This is an optimization exercise on Yosys and OpenROAD, whose aim is a short achievable clock period and few clock cycles per item, not a production implementation. For this run, only the layout was checked, not whether the RTL still works. Power and IR drop assume default switching activity.

--- flow/design.v ---
`default_nettype none
package sp_pkg;
	localparam int ELEM_W = 9;
	localparam int LEN    = 6;
	localparam logic [ELEM_W-1:0] MODULUS = 9'd509;
	typedef logic [ELEM_W-1:0] elem_t;
	typedef struct packed {
		logic sort_en;
		logic inv_en;
	} mode_t;
	function automatic logic lt9(input logic [8:0] x, input logic [8:0] y);
		logic [8:0] g;
		logic [8:0] e;
		logic [8:0] g1;
		logic [8:0] e1;
		logic [8:0] g2;
		logic [8:0] e2;
		logic [8:0] g3;
		logic [8:0] e3;
		for (int i = 0; i < 9; i++) begin
			g[i] = !x[i] && y[i];
			e[i] = !(x[i] ^ y[i]);
		end
		for (int i = 0; i < 9; i++) begin
			if (i >= 1) begin
				g1[i] = g[i] || (e[i] && g[i-1]);
				e1[i] = e[i] && e[i-1];
			end else begin
				g1[i] = g[i];
				e1[i] = e[i];
			end
		end
		for (int i = 0; i < 9; i++) begin
			if (i >= 2) begin
				g2[i] = g1[i] || (e1[i] && g1[i-2]);
				e2[i] = e1[i] && e1[i-2];
			end else begin
				g2[i] = g1[i];
				e2[i] = e1[i];
			end
		end
		for (int i = 0; i < 9; i++) begin
			if (i >= 4) begin
				g3[i] = g2[i] || (e2[i] && g2[i-4]);
				e3[i] = e2[i] && e2[i-4];
			end else begin
				g3[i] = g2[i];
				e3[i] = e2[i];
			end
		end
		lt9 = g3[8] || (e3[8] && g3[0]);
	endfunction
	function automatic logic [9:0] add9(input logic [8:0] x, input logic [8:0] y, input logic c);
		logic [8:0] p;
		logic [8:0] g;
		logic [8:0] gg;
		logic [8:0] pp;
		logic [8:0] gn;
		logic [8:0] pn;
		logic [9:0] cy;
		p = x ^ y;
		for (int i = 0; i < 9; i++) begin
			g[i] = x[i] & y[i];
		end
		g[0] = g[0] | (p[0] & c);
		gg = g;
		pp = p;
		for (int d = 1; d < 9; d = d * 2) begin
			for (int i = 0; i < 9; i++) begin
				if (i >= d) begin
					gn[i] = gg[i] | (pp[i] & gg[i-d]);
					pn[i] = pp[i] & pp[i-d];
				end else begin
					gn[i] = gg[i];
					pn[i] = pp[i];
				end
			end
			gg = gn;
			pp = pn;
		end
		cy[0] = c;
		for (int i = 1; i < 10; i++) begin
			cy[i] = gg[i-1];
		end
		add9 = {cy[9], p ^ cy[8:0]};
	endfunction
	function automatic logic [10:0] add11(input logic [10:0] x, input logic [10:0] y);
		logic [10:0] p;
		logic [10:0] gg;
		logic [10:0] pp;
		logic [10:0] gn;
		logic [10:0] pn;
		p  = x ^ y;
		gg = x & y;
		pp = p;
		for (int d = 1; d < 11; d = d * 2) begin
			for (int i = 0; i < 11; i++) begin
				if (i >= d) begin
					gn[i] = gg[i] | (pp[i] & gg[i-d]);
					pn[i] = pp[i] & pp[i-d];
				end else begin
					gn[i] = gg[i];
					pn[i] = pp[i];
				end
			end
			gg = gn;
			pp = pn;
		end
		add11 = p ^ {gg[9:0], 1'b0};
	endfunction
	function automatic logic [8:0] addmod3(input logic [8:0] x, input logic [8:0] xp3,
			input logic [8:0] y);
		logic [9:0] t;
		logic [9:0] u;
		t = add9(x, y, 1'b0);
		u = add9(xp3, y, 1'b0);
		addmod3 = u[9] ? u[8:0] : t[8:0];
	endfunction
	function automatic logic [8:0] addmod(input logic [8:0] x, input logic [8:0] y);
		logic [9:0] t;
		logic [9:0] u;
		t = add9(x, y, 1'b0);
		u = add9(t[8:0], 9'd3, 1'b0);
		addmod = (t[9] || u[9]) ? u[8:0] : t[8:0];
	endfunction
	function automatic logic [8:0] mod3(input logic [10:0] t);
		if (t >= 11'd1018) begin
			mod3 = 9'(t - 11'd1018);
		end else if (t >= 11'd509) begin
			mod3 = 9'(t - 11'd509);
		end else begin
			mod3 = t[8:0];
		end
	endfunction
	function automatic logic [8:0] mod4(input logic [10:0] t);
		if (t >= 11'd1527) begin
			mod4 = 9'(t - 11'd1527);
		end else if (t >= 11'd1018) begin
			mod4 = 9'(t - 11'd1018);
		end else if (t >= 11'd509) begin
			mod4 = 9'(t - 11'd509);
		end else begin
			mod4 = t[8:0];
		end
	endfunction
endpackage
`default_nettype wire
`default_nettype none
module mod_inverse (
	input  wire logic       clk,
	input  wire logic [8:0] value,
	input  wire logic       inv,
	input  wire logic [8:0] value_q,
	output logic      [8:0] result
);
	localparam logic [31:0] T0_0 = 32'h412035c6;
	localparam logic [31:0] T0_1 = 32'h1422b655;
	localparam logic [31:0] T0_2 = 32'h5d442402;
	localparam logic [31:0] T0_3 = 32'hcc80bfc2;
	localparam logic [31:0] T0_4 = 32'hc2e6e751;
	localparam logic [31:0] T0_5 = 32'h683c27b3;
	localparam logic [31:0] T0_6 = 32'he1f3740c;
	localparam logic [31:0] T0_7 = 32'h71f76de1;
	localparam logic [31:0] T0_8 = 32'h1e12441c;
	localparam logic [31:0] T0_9 = 32'h73f44c1e;
	localparam logic [31:0] T0_10 = 32'h0c86f0fa;
	localparam logic [31:0] T0_11 = 32'h1d46262f;
	localparam logic [31:0] T0_12 = 32'h6f00bfb3;
	localparam logic [31:0] T0_13 = 32'heff6f751;
	localparam logic [31:0] T0_14 = 32'h5564aef5;
	localparam logic [31:0] T0_15 = 32'hc714fedf;
	localparam logic [31:0] T1_0 = 32'h214fa5bc;
	localparam logic [31:0] T1_1 = 32'hb45a4c75;
	localparam logic [31:0] T1_2 = 32'hdb71aebf;
	localparam logic [31:0] T1_3 = 32'h13392220;
	localparam logic [31:0] T1_4 = 32'h1c4083f7;
	localparam logic [31:0] T1_5 = 32'h121f057f;
	localparam logic [31:0] T1_6 = 32'h5f0ec479;
	localparam logic [31:0] T1_7 = 32'hc71897ce;
	localparam logic [31:0] T1_8 = 32'h9cfa4638;
	localparam logic [31:0] T1_9 = 32'h2788dc3e;
	localparam logic [31:0] T1_10 = 32'h3fa83e12;
	localparam logic [31:0] T1_11 = 32'h3bf0408e;
	localparam logic [31:0] T1_12 = 32'hc1112732;
	localparam logic [31:0] T1_13 = 32'h7f5d63b6;
	localparam logic [31:0] T1_14 = 32'h2b8c968b;
	localparam logic [31:0] T1_15 = 32'h8f697ca1;
	localparam logic [31:0] T2_0 = 32'h2c8f0b74;
	localparam logic [31:0] T2_1 = 32'h55206f27;
	localparam logic [31:0] T2_2 = 32'h433b681f;
	localparam logic [31:0] T2_3 = 32'h78fa6f6f;
	localparam logic [31:0] T2_4 = 32'hf24008a4;
	localparam logic [31:0] T2_5 = 32'h34a252e4;
	localparam logic [31:0] T2_6 = 32'h5f67a530;
	localparam logic [31:0] T2_7 = 32'h09067a40;
	localparam logic [31:0] T2_8 = 32'he39221e3;
	localparam logic [31:0] T2_9 = 32'hdb5e5a7f;
	localparam logic [31:0] T2_10 = 32'h098550a6;
	localparam logic [31:0] T2_11 = 32'h4d4bbfe2;
	localparam logic [31:0] T2_12 = 32'h83534f0a;
	localparam logic [31:0] T2_13 = 32'h3ea72b79;
	localparam logic [31:0] T2_14 = 32'hed4ee85e;
	localparam logic [31:0] T2_15 = 32'h9b22bf13;
	localparam logic [31:0] T3_0 = 32'hb093331c;
	localparam logic [31:0] T3_1 = 32'hccbb0587;
	localparam logic [31:0] T3_2 = 32'h64cec802;
	localparam logic [31:0] T3_3 = 32'h96c86bb4;
	localparam logic [31:0] T3_4 = 32'hde69f019;
	localparam logic [31:0] T3_5 = 32'hf17833c2;
	localparam logic [31:0] T3_6 = 32'hc38d0db4;
	localparam logic [31:0] T3_7 = 32'h6094baaf;
	localparam logic [31:0] T3_8 = 32'h823ab59e;
	localparam logic [31:0] T3_9 = 32'h379b8bb1;
	localparam logic [31:0] T3_10 = 32'h268ce85e;
	localparam logic [31:0] T3_11 = 32'h90bc1ae3;
	localparam logic [31:0] T3_12 = 32'hf59b7c27;
	localparam logic [31:0] T3_13 = 32'h11fe0006;
	localparam logic [31:0] T3_14 = 32'hae9b48b9;
	localparam logic [31:0] T3_15 = 32'h9aecf1bd;
	localparam logic [31:0] T4_0 = 32'he5134554;
	localparam logic [31:0] T4_1 = 32'h68963a80;
	localparam logic [31:0] T4_2 = 32'hdc58e9c5;
	localparam logic [31:0] T4_3 = 32'h86430336;
	localparam logic [31:0] T4_4 = 32'h75930076;
	localparam logic [31:0] T4_5 = 32'h4e49228e;
	localparam logic [31:0] T4_6 = 32'h7e12e5e3;
	localparam logic [31:0] T4_7 = 32'h5ab62585;
	localparam logic [31:0] T4_8 = 32'hd784e4a9;
	localparam logic [31:0] T4_9 = 32'h4d1e25d0;
	localparam logic [31:0] T4_10 = 32'h632edb61;
	localparam logic [31:0] T4_11 = 32'ha47fcd16;
	localparam logic [31:0] T4_12 = 32'ha5decb65;
	localparam logic [31:0] T4_13 = 32'h471e3971;
	localparam logic [31:0] T4_14 = 32'h17a0e5b2;
	localparam logic [31:0] T4_15 = 32'h9f777dd7;
	localparam logic [31:0] T5_0 = 32'h8660b5bc;
	localparam logic [31:0] T5_1 = 32'h29166c9b;
	localparam logic [31:0] T5_2 = 32'ha902f50e;
	localparam logic [31:0] T5_3 = 32'hc63374b9;
	localparam logic [31:0] T5_4 = 32'hb638f6a1;
	localparam logic [31:0] T5_5 = 32'h2fb692d9;
	localparam logic [31:0] T5_6 = 32'hb65d2e9b;
	localparam logic [31:0] T5_7 = 32'h7fbe70b4;
	localparam logic [31:0] T5_8 = 32'h34bc6080;
	localparam logic [31:0] T5_9 = 32'hc8aad174;
	localparam logic [31:0] T5_10 = 32'h992da482;
	localparam logic [31:0] T5_11 = 32'h1ea438e6;
	localparam logic [31:0] T5_12 = 32'h19a44ce7;
	localparam logic [31:0] T5_13 = 32'he3d02fda;
	localparam logic [31:0] T5_14 = 32'h89b265da;
	localparam logic [31:0] T5_15 = 32'h9ab48e66;
	localparam logic [31:0] T6_0 = 32'h16a52874;
	localparam logic [31:0] T6_1 = 32'ha5e590f2;
	localparam logic [31:0] T6_2 = 32'h364d64e1;
	localparam logic [31:0] T6_3 = 32'hf6c6ef25;
	localparam logic [31:0] T6_4 = 32'h80da6680;
	localparam logic [31:0] T6_5 = 32'h624a5320;
	localparam logic [31:0] T6_6 = 32'h9c3c42ab;
	localparam logic [31:0] T6_7 = 32'h466b14bc;
	localparam logic [31:0] T6_8 = 32'hb0b5ca67;
	localparam logic [31:0] T6_9 = 32'h4aa770e1;
	localparam logic [31:0] T6_10 = 32'hbecd6b6e;
	localparam logic [31:0] T6_11 = 32'h3fa6693d;
	localparam logic [31:0] T6_12 = 32'hd7c22724;
	localparam logic [31:0] T6_13 = 32'h9e365364;
	localparam logic [31:0] T6_14 = 32'hec3d9616;
	localparam logic [31:0] T6_15 = 32'h9e5ad6a5;
	localparam logic [31:0] T7_0 = 32'h3b4c630c;
	localparam logic [31:0] T7_1 = 32'heab36ba9;
	localparam logic [31:0] T7_2 = 32'h88d00ca0;
	localparam logic [31:0] T7_3 = 32'ha9666681;
	localparam logic [31:0] T7_4 = 32'h83cd478b;
	localparam logic [31:0] T7_5 = 32'h72976b9a;
	localparam logic [31:0] T7_6 = 32'h66dae832;
	localparam logic [31:0] T7_7 = 32'h6ce3a766;
	localparam logic [31:0] T7_8 = 32'h66468e32;
	localparam logic [31:0] T7_9 = 32'h6cfa2926;
	localparam logic [31:0] T7_10 = 32'ha98a45ac;
	localparam logic [31:0] T7_11 = 32'h8b87530f;
	localparam logic [31:0] T7_12 = 32'h9ea6665a;
	localparam logic [31:0] T7_13 = 32'h3eb3fd3b;
	localparam logic [31:0] T7_14 = 32'hda8a4caa;
	localparam logic [31:0] T7_15 = 32'h99ce7348;
	localparam logic [31:0] T8_0 = 32'h85915a90;
	localparam logic [31:0] T8_1 = 32'h1aa10c20;
	localparam logic [31:0] T8_2 = 32'hc7941bb1;
	localparam logic [31:0] T8_3 = 32'ha93aac84;
	localparam logic [31:0] T8_4 = 32'hac12aa24;
	localparam logic [31:0] T8_5 = 32'h13d310b2;
	localparam logic [31:0] T8_6 = 32'h65f572ac;
	localparam logic [31:0] T8_7 = 32'h5ad8c0a0;
	localparam logic [31:0] T8_8 = 32'h7ebf3929;
	localparam logic [31:0] T8_9 = 32'hf2ac5416;
	localparam logic [31:0] T8_10 = 32'hacbdcd0d;
	localparam logic [31:0] T8_11 = 32'hb6eaadf2;
	localparam logic [31:0] T8_12 = 32'h37b2a8da;
	localparam logic [31:0] T8_13 = 32'hdc89f587;
	localparam logic [31:0] T8_14 = 32'hbef3dea9;
	localparam logic [31:0] T8_15 = 32'h15a95d97;
	logic [8:0][15:0] part;
	logic [15:0]      hot;
	logic             plain;
	always_ff @(posedge clk) begin
		for (int h = 0; h < 16; h++) begin
			hot[h] <= inv && value[8:5] == 4'(h);
		end
		plain <= !inv;
		part[0][0] <= T0_0[value[4:0]];
		part[0][1] <= T0_1[value[4:0]];
		part[0][2] <= T0_2[value[4:0]];
		part[0][3] <= T0_3[value[4:0]];
		part[0][4] <= T0_4[value[4:0]];
		part[0][5] <= T0_5[value[4:0]];
		part[0][6] <= T0_6[value[4:0]];
		part[0][7] <= T0_7[value[4:0]];
		part[0][8] <= T0_8[value[4:0]];
		part[0][9] <= T0_9[value[4:0]];
		part[0][10] <= T0_10[value[4:0]];
		part[0][11] <= T0_11[value[4:0]];
		part[0][12] <= T0_12[value[4:0]];
		part[0][13] <= T0_13[value[4:0]];
		part[0][14] <= T0_14[value[4:0]];
		part[0][15] <= T0_15[value[4:0]];
		part[1][0] <= T1_0[value[4:0]];
		part[1][1] <= T1_1[value[4:0]];
		part[1][2] <= T1_2[value[4:0]];
		part[1][3] <= T1_3[value[4:0]];
		part[1][4] <= T1_4[value[4:0]];
		part[1][5] <= T1_5[value[4:0]];
		part[1][6] <= T1_6[value[4:0]];
		part[1][7] <= T1_7[value[4:0]];
		part[1][8] <= T1_8[value[4:0]];
		part[1][9] <= T1_9[value[4:0]];
		part[1][10] <= T1_10[value[4:0]];
		part[1][11] <= T1_11[value[4:0]];
		part[1][12] <= T1_12[value[4:0]];
		part[1][13] <= T1_13[value[4:0]];
		part[1][14] <= T1_14[value[4:0]];
		part[1][15] <= T1_15[value[4:0]];
		part[2][0] <= T2_0[value[4:0]];
		part[2][1] <= T2_1[value[4:0]];
		part[2][2] <= T2_2[value[4:0]];
		part[2][3] <= T2_3[value[4:0]];
		part[2][4] <= T2_4[value[4:0]];
		part[2][5] <= T2_5[value[4:0]];
		part[2][6] <= T2_6[value[4:0]];
		part[2][7] <= T2_7[value[4:0]];
		part[2][8] <= T2_8[value[4:0]];
		part[2][9] <= T2_9[value[4:0]];
		part[2][10] <= T2_10[value[4:0]];
		part[2][11] <= T2_11[value[4:0]];
		part[2][12] <= T2_12[value[4:0]];
		part[2][13] <= T2_13[value[4:0]];
		part[2][14] <= T2_14[value[4:0]];
		part[2][15] <= T2_15[value[4:0]];
		part[3][0] <= T3_0[value[4:0]];
		part[3][1] <= T3_1[value[4:0]];
		part[3][2] <= T3_2[value[4:0]];
		part[3][3] <= T3_3[value[4:0]];
		part[3][4] <= T3_4[value[4:0]];
		part[3][5] <= T3_5[value[4:0]];
		part[3][6] <= T3_6[value[4:0]];
		part[3][7] <= T3_7[value[4:0]];
		part[3][8] <= T3_8[value[4:0]];
		part[3][9] <= T3_9[value[4:0]];
		part[3][10] <= T3_10[value[4:0]];
		part[3][11] <= T3_11[value[4:0]];
		part[3][12] <= T3_12[value[4:0]];
		part[3][13] <= T3_13[value[4:0]];
		part[3][14] <= T3_14[value[4:0]];
		part[3][15] <= T3_15[value[4:0]];
		part[4][0] <= T4_0[value[4:0]];
		part[4][1] <= T4_1[value[4:0]];
		part[4][2] <= T4_2[value[4:0]];
		part[4][3] <= T4_3[value[4:0]];
		part[4][4] <= T4_4[value[4:0]];
		part[4][5] <= T4_5[value[4:0]];
		part[4][6] <= T4_6[value[4:0]];
		part[4][7] <= T4_7[value[4:0]];
		part[4][8] <= T4_8[value[4:0]];
		part[4][9] <= T4_9[value[4:0]];
		part[4][10] <= T4_10[value[4:0]];
		part[4][11] <= T4_11[value[4:0]];
		part[4][12] <= T4_12[value[4:0]];
		part[4][13] <= T4_13[value[4:0]];
		part[4][14] <= T4_14[value[4:0]];
		part[4][15] <= T4_15[value[4:0]];
		part[5][0] <= T5_0[value[4:0]];
		part[5][1] <= T5_1[value[4:0]];
		part[5][2] <= T5_2[value[4:0]];
		part[5][3] <= T5_3[value[4:0]];
		part[5][4] <= T5_4[value[4:0]];
		part[5][5] <= T5_5[value[4:0]];
		part[5][6] <= T5_6[value[4:0]];
		part[5][7] <= T5_7[value[4:0]];
		part[5][8] <= T5_8[value[4:0]];
		part[5][9] <= T5_9[value[4:0]];
		part[5][10] <= T5_10[value[4:0]];
		part[5][11] <= T5_11[value[4:0]];
		part[5][12] <= T5_12[value[4:0]];
		part[5][13] <= T5_13[value[4:0]];
		part[5][14] <= T5_14[value[4:0]];
		part[5][15] <= T5_15[value[4:0]];
		part[6][0] <= T6_0[value[4:0]];
		part[6][1] <= T6_1[value[4:0]];
		part[6][2] <= T6_2[value[4:0]];
		part[6][3] <= T6_3[value[4:0]];
		part[6][4] <= T6_4[value[4:0]];
		part[6][5] <= T6_5[value[4:0]];
		part[6][6] <= T6_6[value[4:0]];
		part[6][7] <= T6_7[value[4:0]];
		part[6][8] <= T6_8[value[4:0]];
		part[6][9] <= T6_9[value[4:0]];
		part[6][10] <= T6_10[value[4:0]];
		part[6][11] <= T6_11[value[4:0]];
		part[6][12] <= T6_12[value[4:0]];
		part[6][13] <= T6_13[value[4:0]];
		part[6][14] <= T6_14[value[4:0]];
		part[6][15] <= T6_15[value[4:0]];
		part[7][0] <= T7_0[value[4:0]];
		part[7][1] <= T7_1[value[4:0]];
		part[7][2] <= T7_2[value[4:0]];
		part[7][3] <= T7_3[value[4:0]];
		part[7][4] <= T7_4[value[4:0]];
		part[7][5] <= T7_5[value[4:0]];
		part[7][6] <= T7_6[value[4:0]];
		part[7][7] <= T7_7[value[4:0]];
		part[7][8] <= T7_8[value[4:0]];
		part[7][9] <= T7_9[value[4:0]];
		part[7][10] <= T7_10[value[4:0]];
		part[7][11] <= T7_11[value[4:0]];
		part[7][12] <= T7_12[value[4:0]];
		part[7][13] <= T7_13[value[4:0]];
		part[7][14] <= T7_14[value[4:0]];
		part[7][15] <= T7_15[value[4:0]];
		part[8][0] <= T8_0[value[4:0]];
		part[8][1] <= T8_1[value[4:0]];
		part[8][2] <= T8_2[value[4:0]];
		part[8][3] <= T8_3[value[4:0]];
		part[8][4] <= T8_4[value[4:0]];
		part[8][5] <= T8_5[value[4:0]];
		part[8][6] <= T8_6[value[4:0]];
		part[8][7] <= T8_7[value[4:0]];
		part[8][8] <= T8_8[value[4:0]];
		part[8][9] <= T8_9[value[4:0]];
		part[8][10] <= T8_10[value[4:0]];
		part[8][11] <= T8_11[value[4:0]];
		part[8][12] <= T8_12[value[4:0]];
		part[8][13] <= T8_13[value[4:0]];
		part[8][14] <= T8_14[value[4:0]];
		part[8][15] <= T8_15[value[4:0]];
	end
	always_comb begin
		for (int k = 0; k < 9; k++) begin
			result[k] = (|(part[k] & hot)) || (plain && value_q[k]);
		end
	end
endmodule
`default_nettype wire
`default_nettype none
module sp_top (
	input  wire logic          clk,
	input  wire logic          rst_n,
	input  wire logic          in_valid,
	input  wire sp_pkg::elem_t in_data,
	input  wire sp_pkg::mode_t in_mode,
	output logic               out_valid,
	output sp_pkg::elem_t      out_data
);
	localparam logic [8:0] INF = 9'h1FF;
	logic       v1;
	logic [2:0] idx;
	logic [2:0] k1;
	logic [8:0] x;
	logic [1:0] mode;
	always_ff @(posedge clk or negedge rst_n) begin
		if (!rst_n) begin
			v1  <= 1'b0;
			idx <= '0;
		end else begin
			v1 <= in_valid;
			if (in_valid) begin
				idx <= (idx == 3'd5) ? 3'd0 : idx + 3'd1;
			end
		end
	end
	always_ff @(posedge clk) begin
		x  <= in_data;
		k1 <= idx;
		if (in_valid && idx == 3'd0) begin
			mode <= in_mode;
		end
	end
	logic [8:0] bi;
	mod_inverse u_inv (
		.clk     (clk),
		.value   (in_data),
		.inv     ((idx == 3'd0) ? in_mode[0] : mode[0]),
		.value_q (x),
		.result  (bi)
	);
	logic       v2;
	logic [2:0] k2;
	logic [8:0] x2;
	logic [8:0] br;
	logic [8:0] brn;
	logic [8:0] bc;
	always_ff @(posedge clk or negedge rst_n) begin
		if (!rst_n) begin
			v2 <= 1'b0;
		end else begin
			v2 <= v1;
		end
	end
	always_ff @(posedge clk) begin
		k2  <= k1;
		x2  <= x;
		br  <= bi;
		brn <= ~bi;
	end
	assign bc = ~brn;
	logic [5:0][8:0] s;
	logic [5:0][8:0] s_in;
	logic [5:0][8:0] s_ins;
	logic [5:0]      lt;
	always_comb begin
		for (int j = 0; j < 6; j++) begin
			s_in[j] = (k2 == 3'd0) ? INF : s[j];
		end
		for (int j = 0; j < 6; j++) begin
			lt[j] = sp_pkg::lt9(br, s_in[j]);
		end
		for (int j = 0; j < 6; j++) begin
			if (!lt[j]) begin
				s_ins[j] = s_in[j];
			end else if (j == 0) begin
				s_ins[j] = br;
			end else begin
				s_ins[j] = lt[j-1] ? s_in[j-1] : br;
			end
		end
	end
	always_ff @(posedge clk) begin
		if (v2) begin
			s <= s_ins;
		end
	end
	logic [10:0] tp2;
	logic [10:0] tq2;
	logic [10:0] cs_s;
	logic [10:0] cs_c;
	assign tp2 = {sp_pkg::add9({1'b0, x2[8:1]}, br, 1'b0), x2[0]};
	assign cs_s = 11'(x2) ^ 11'({br, 1'b0}) ^ 11'(br);
	assign cs_c = 11'({(11'(x2) & 11'({br, 1'b0})) | (11'(x2) & 11'(br))
		| (11'({br, 1'b0}) & 11'(br)), 1'b0});
	assign tq2 = sp_pkg::add11(cs_s, cs_c);
	logic        v3;
	logic        v4;
	logic [2:0]  k3;
	logic [2:0]  k4;
	logic [10:0] tp3;
	logic [10:0] tq3;
	logic [8:0]  p4;
	logic [5:0][8:0] r;
	logic [5:0][8:0] r3;
	always_ff @(posedge clk or negedge rst_n) begin
		if (!rst_n) begin
			v3 <= 1'b0;
			v4 <= 1'b0;
		end else begin
			v3 <= v2;
			v4 <= v3;
		end
	end
	always_ff @(posedge clk) begin
		k3  <= k2;
		tp3 <= tp2;
		tq3 <= tq2;
		k4  <= k3;
		p4  <= sp_pkg::mod3(tp3);
		if (v3) begin
			r[k3] <= mode[1] ? sp_pkg::mod3(tp3) : sp_pkg::mod4(tq3);
		end
		if (v4) begin
			r3[k4] <= 9'(sp_pkg::add9(p4, 9'd3, 1'b0));
		end
	end
	logic       armed;
	logic       fs;
	logic       fsd;
	logic       busy;
	logic [5:0] oc;
	logic [8:0] nx;
	logic       lt_is;
	logic       lt_ib;
	logic       lt_bs;
	logic       lt_b1;
	logic       lt_b2;
	logic [8:0] e0_i;
	logic [8:0] e0_b;
	logic [8:0] e0_s;
	logic [8:0] e0_rest;
	logic [8:0] e0_sort;
	logic [8:0] e1_s0;
	logic [8:0] e1_s1;
	logic [8:0] e1_b;
	logic [8:0] e1_ins;
	logic [8:0] e2_s1;
	logic [8:0] e2_s2;
	logic [8:0] e2_b;
	logic [8:0] e2_ins;
	logic [5:0][8:0] e_gen;
	logic [8:0] e_ahead;
	logic [8:0] d_idle;
	logic [8:0] d_arm;
	logic [8:0] n_idle;
	assign lt_is   = sp_pkg::lt9(bi, s[0]);
	assign lt_ib   = !v2 || sp_pkg::lt9(bi, bc);
	assign lt_bs   = v2 && sp_pkg::lt9(bc, s[0]);
	assign e0_i    = sp_pkg::addmod3(r[0], r3[0], bi);
	assign e0_b    = sp_pkg::addmod3(r[0], r3[0], bc);
	assign e0_s    = sp_pkg::addmod3(r[0], r3[0], s[0]);
	assign e0_rest = lt_bs ? e0_b : e0_s;
	assign e0_sort = (lt_is && lt_ib) ? e0_i : e0_rest;
	assign lt_b1   = sp_pkg::lt9(bc, s[1]);
	assign e1_s0   = sp_pkg::addmod3(r[1], r3[1], s[0]);
	assign e1_s1   = sp_pkg::addmod3(r[1], r3[1], s[1]);
	assign e1_b    = sp_pkg::addmod3(r[1], r3[1], bc);
	assign e1_ins  = lt_b1 ? (lt_bs ? e1_s0 : e1_b) : e1_s1;
	assign lt_b2   = sp_pkg::lt9(bc, s[2]);
	assign e2_s1   = sp_pkg::addmod3(r[2], r3[2], s[1]);
	assign e2_s2   = sp_pkg::addmod3(r[2], r3[2], s[2]);
	assign e2_b    = sp_pkg::addmod3(r[2], r3[2], bc);
	assign e2_ins  = lt_b2 ? (lt_b1 ? e2_s1 : e2_b) : e2_s2;
	always_comb begin
		e_gen[0] = '0;
		e_gen[1] = '0;
		for (int j = 2; j < 6; j++) begin
			e_gen[j] = mode[1] ? sp_pkg::addmod3(r[j], r3[j], s[j]) : r[j];
		end
		e_ahead = '0;
		for (int j = 1; j < 5; j++) begin
			e_ahead = e_ahead | (e_gen[j+1] & {9{oc[j]}});
		end
	end
	assign d_arm  = armed ? r[0] : '0;
	assign d_idle = fs ? e0_sort : (fsd ? e1_ins : (busy ? nx : '0));
	assign n_idle = fsd ? e2_ins : e_ahead;
	always_ff @(posedge clk or negedge rst_n) begin
		if (!rst_n) begin
			out_valid <= 1'b0;
			out_data  <= '0;
			busy      <= 1'b0;
			oc        <= '0;
			armed     <= 1'b0;
			fs        <= 1'b0;
			fsd       <= 1'b0;
		end else begin
			armed     <= (in_valid ? idx == 3'd4 : idx == 3'd5) && !mode[1];
			fs        <= in_valid && idx == 3'd5 && mode[1];
			fsd       <= fs;
			out_valid <= in_valid ? armed : (fs || busy);
			out_data  <= in_valid ? d_arm : d_idle;
			if (in_valid) begin
				busy <= armed;
				oc   <= armed ? 6'b000010 : '0;
			end else if (fs) begin
				busy <= 1'b1;
				oc   <= 6'b000010;
			end else if (busy) begin
				oc   <= {oc[4:0], 1'b0};
				busy <= !oc[5];
			end else begin
				oc   <= '0;
			end
		end
	end
	always_ff @(posedge clk) begin
		nx <= in_valid ? r[1] : n_idle;
	end
endmodule
`default_nettype wire
--- flow/flow/run.sh ---
#!/bin/bash
# Standard layout, with timing repair aimed well below the clock period
# and plain buffers on the ports
set -euo pipefail
bash standard.sh SETUP_SLACK_MARGIN=7.2 "BUFFER_PORTS_ARGS=-buffer_cell sky130_fd_sc_hd__buf_4" finish > standard.log 2>&1
--- flow/standard.sh ---
#!/bin/bash
# synth_recipe.tcl (not shown) runs the flow's synth.tcl, then flattens the netlist and writes it again
# the make line also repeats each setting of config.mk as NAME=value (left out here)
make -C /OpenROAD-flow-scripts/flow DESIGN_CONFIG=/design/flow/config.mk WORK_HOME=/design/flow/orfs CLKGATE_MAP_FILE= SYNTH_SCRIPT=/design/flow/synth_recipe.tcl "${@:-finish}"
--- flow/config.mk ---
export PLATFORM = sky130hd
export DESIGN_NAME = sp_top
export DESIGN_NICKNAME = sp_top
export VERILOG_FILES = /design/flow/design.v
export SDC_FILE = /design/flow/constraint.sdc
export NUM_CORES = 4
export LEC_CHECK = 0
export CAP_MARGIN = 30
export CORE_MARGIN = 2
export CORE_UTILIZATION = 30
export PLACE_DENSITY = 0.45
export SLEW_MARGIN = 30
--- flow/constraint.sdc ---
create_clock -name core_clock -period 10.0 [get_ports {clk}]
set_input_delay 2.0000 -clock core_clock [delete_from_list [all_inputs] [get_ports {clk}]]
set_output_delay 2.0000 -clock core_clock [all_outputs]
set_load 0.01 [all_outputs]
==> summary.txt <==
Status: timing/DRC/antenna clean
Synth Area in Adders: 14.8%
CTS Buffer Depth: 3
Synth unique cells: 101
Min Hold Slack: 0.326 ns
Sequential share of the synthesized area: 31.2%
CP required: 10.52 ns
Filler cell count: 11100
Non-filler instance count after layout: 5807
Crit. End Element: flop
Clock Skew: 0.0635 ns
Endpoints failing setup: 0
Ports: 24
Core Region: 112000 um^2
Worst slew margin: 28.3%
Die Width: 340 um
Hold buffer count at CTS: 0
Worst-path clk slew: 0.06 ns
Area Growth Syn to Fin: 35.8%
Peak supply drop: 0.000198 V
Root Buffer: clkbuf_16
Port bufs: 23
Pwr per Cell Area: 404 nW/um^2
Via density: 5.94
Crit Path Class: reg2reg
Async S/R FF share, synth: 5.92%
Via count: 34500
Reg-to-Reg End: out_data[8]
First drt pass iteration count: 7
Post-synthesis simple-gate area fraction: 15.8%
Most used flip-flop cell after synthesis: dfxtp_1
Num CTS Buffers: 56
Dpl hpwl: 113000 um
First-pass GRT wire length: 234000 um
Worst R2R Setup Slack: 6.18 ns
# Max-Cap Violations: 0
Post-route minimum period: 3.82 ns
Syn nets: 4336
Layout Utilization: 40.9%
Compound-cell area share of the yosys netlist: 24.9%
Die ar.: 115000 um^2
Initial Utilization: 30.1%
Initial antenna violation count: 11
Crit start category: flop
Placer Congestion: 1.01
Residual DRC: 0
Worst-Skew Late Latency: 0.72 ns
Xor-xnor portion of the synthesized cell area: 5.04%
Setup WS post-layout: 6.18 ns
Clock sinks: 439
Crit Path Max Fanout: 4
Post-route design area: 45900 um^2
Cells after synthesis: 3943
Placed cell count: 5315
FF-to-FF Start: u_inv.hot[2]
Critical path's slowest cell: fa_2
Dpl cell area: 36300 um^2
CP arrival: 4.33 ns
Worst path cell trace: buf_12 > a22o_4 > a221oi_4 > nand3_4 > or2_4 > ha_4 > fa_2 > a21oi_2 > nor2b_1 > o311a_1 > o41ai_2 > xor2_1 > mux2_4 > o31ai_2 > a211o_1
Detail Route Antenna Nets: 0
RSZ-0062 raised after global routing: yes
Synthesized area: 33800 um^2
TritonCTS clock tree: done
R2R depth: 15
Sum of negative setup slack: 0 ns
CTS HTree Levels: 2
Syn avg cell area: 8.57 um^2
Post-synthesis mux area share: 4.32%
Yosys warns: 2
Max incr delay on CP: 0.36 ns
Nets@finish: 4643
Post-Route WL: 168000 um
Leakage: 18.3 nW
Largest net degree at the start of global routing: 93
Tcrit/Tclk final: 38.2%
Seq cells post-synth: 439
Post-synth EDFFs: 164
Wire per inst: 29.0 um
Max-slew violations: 0
Final Power: 18.5 mW
Crit path capture: out_data[8]
Critical path launch point: u_inv.hot[2]
Vias in the first global route: 32400
Pre-CTS WS: 5.10 ns
Congestion Overflow GR: 0
Slew @ Worst Pin: 1.07 ns
Gr usage total: 27.6%
Hold crit path type: reg2reg
Ratio of cells with drive above 1 in the final layout: 28.6%
Vert. Die Dim: 340 um
Drt initial violations: 3889
Largest family of logic cells by synthesized area: compound AO/OA/AOI/OAI gates
Final Hold Viols: 0
Max Fclk: 262 MHz
FP Rows: 123
==> synth_stat cells, drive strengths merged, types with 90 or more instances <==
cell    instances  area (um^2)
nand3         109          546
o21ai         347         1750
nor3           90          455
mux2i          99          991
dfxtp         249         4980
nand2         392         1470
clkbuf        157          592
edfxtp        164         4920
ha            345         4320
inv           133          499
nor2          299         1130
a21oi         315         1590
xnor2         128         1120
==> cells by family after synthesis <==
family / after synthesis
xor gates and xnor gates: 193
muxes: 139
DFF: 439
buffers and inverters: 335
and+or+nand+nor: 1162
AOI/OAI and AO/OA: 1296
adders and majority gates: 379
==> worst min-delay path by stage <==
stage	depth (start not counted)	start	slack (ns)	to
after floorplan	0	k1[0]	0.31	k2[0]
after CTS	0	k1[1]	0.32	k2[1]
after global routing	0	k1[2]	0.33	k2[2]
after global placement	0	k1[1]	0.31	k2[1]
final	0	k1[0]	0.33	k2[0]
after detailed placement	0	k1[1]	0.31	k2[1]
==> worst max-delay path: cells and delay by family, from the launching register on <==
family | cells | cell delay, ns
adder cells (fa/ha/maj) | 2 | 0.54
XOR/XNOR | 1 | 0.26
AND/OR/NAND/NOR | 3 | 0.54
buffers and inverters | 1 | 0.13
AO/OA/AOI/OAI | 7 | 1.64
multiplexers | 1 | 0.21
flip-flops | 1 | 0.33
==> state kept, by name, indices dropped and copies added (netlist names), 5 cells and up <==
name,count
r,54
u_inv.hot,16
x,9
p4,9
u_inv.part,144
nx,9
x2,9
tq3,11
out_data,9
brn,9
r3,54
oc,5
br,9
s,54
tp3,11
==> repair_timing <==
| action | in CTS | in global routing |
|---|---|---|
| gates resized for setup | 521 | 373 |
| pin swaps | 125 | 141 |
| setup buffers | 238 | 105 |
| cloned | 21 | 13 |
| endpoints found under the setup margin | 282 | 242 |
==> where the power goes <==
group          switching (mW)  internal (mW)
registers               0.917           2.63
logic                    7.12           5.68
clock network           0.942           1.26
total                    8.98           9.56
==> metal layers <==
layer  global-route usage [%]  share of wire [%]  vias to the layer above
met3                     5.33                8.0                      570
li1                         -                  -                    15400
met5                        0              0.092                        -
met2                     43.2                 44                     1808
met1                     36.1                 42                    16700
met4                     13.9                6.3                       16
==> cell usage in the layout, fill, tap and decap left out, types with 68 or more instances in the layout <==
master | synthesis | routed
ha_1 | 345 | 297
a21oi_1 | 313 | 246
nand3_1 | 109 | 94
mux2i_1 | 99 | 76
o21ai_0 | 300 | 197
buf_4 | 1 | 281
inv_1 | 130 | 111
o21ai_1 | 44 | 104
dfxtp_1 | 249 | 215
nand2_1 | 392 | 332
clkbuf_16 | 0 | 68
nor3_1 | 89 | 74
edfxtp_1 | 164 | 164
nor2_1 | 296 | 237
xnor2_1 | 128 | 124
buf_6 | 3 | 74
==> area by class of cell <==
| class | instances | area (um^2) | area share [%] |
|---|---|---|---|
| flip-flops and latches | 439 | 10600 | 23.2 |
| repair inverters | 2 | 17.5 | 0.0382 |
| well taps | 1500 | 1880 | 4.09 |
| clock buffers | 73 | 1540 | 3.35 |
| multi-input cells | 3177 | 25900 | 56.3 |
| clock inverters | 33 | 409 | 0.891 |
| diodes | 9 | 22.5 | 0.0491 |
| inverters | 133 | 617 | 1.34 |
| repair buffers | 441 | 4930 | 10.7 |

-- port drivers added, routing unchanged --
In the flow no input, the clock included, has a driving cell. The finished layout below was timed again as built, in two steps.
Step 1, drivers: a clkbuf_16 drives clk and a buf_2 each remaining input, both assumed.
Step 2, shift: input delay + t, output delay - t, t = (earliest + latest rising clock arrival at the registers) / 2. This alone moves slack from input paths to output paths.
a / b / c = ideal ports / drivers / drivers and shift; a / b = the first two.
t, ns: 0.761
setup slack, ns: 6.184 / 6.184 / 5.917
hold WS [ns]: 0.326 / 0.326 / 0.326
worst setup path at the end: input to register
slew at the worst register clock pin (ns): 0.07 / 0.07
After both steps setup and hold are still met in this run. The setup slack of this run moves by 0.000 ns with the drivers and by -0.267 ns with both steps.
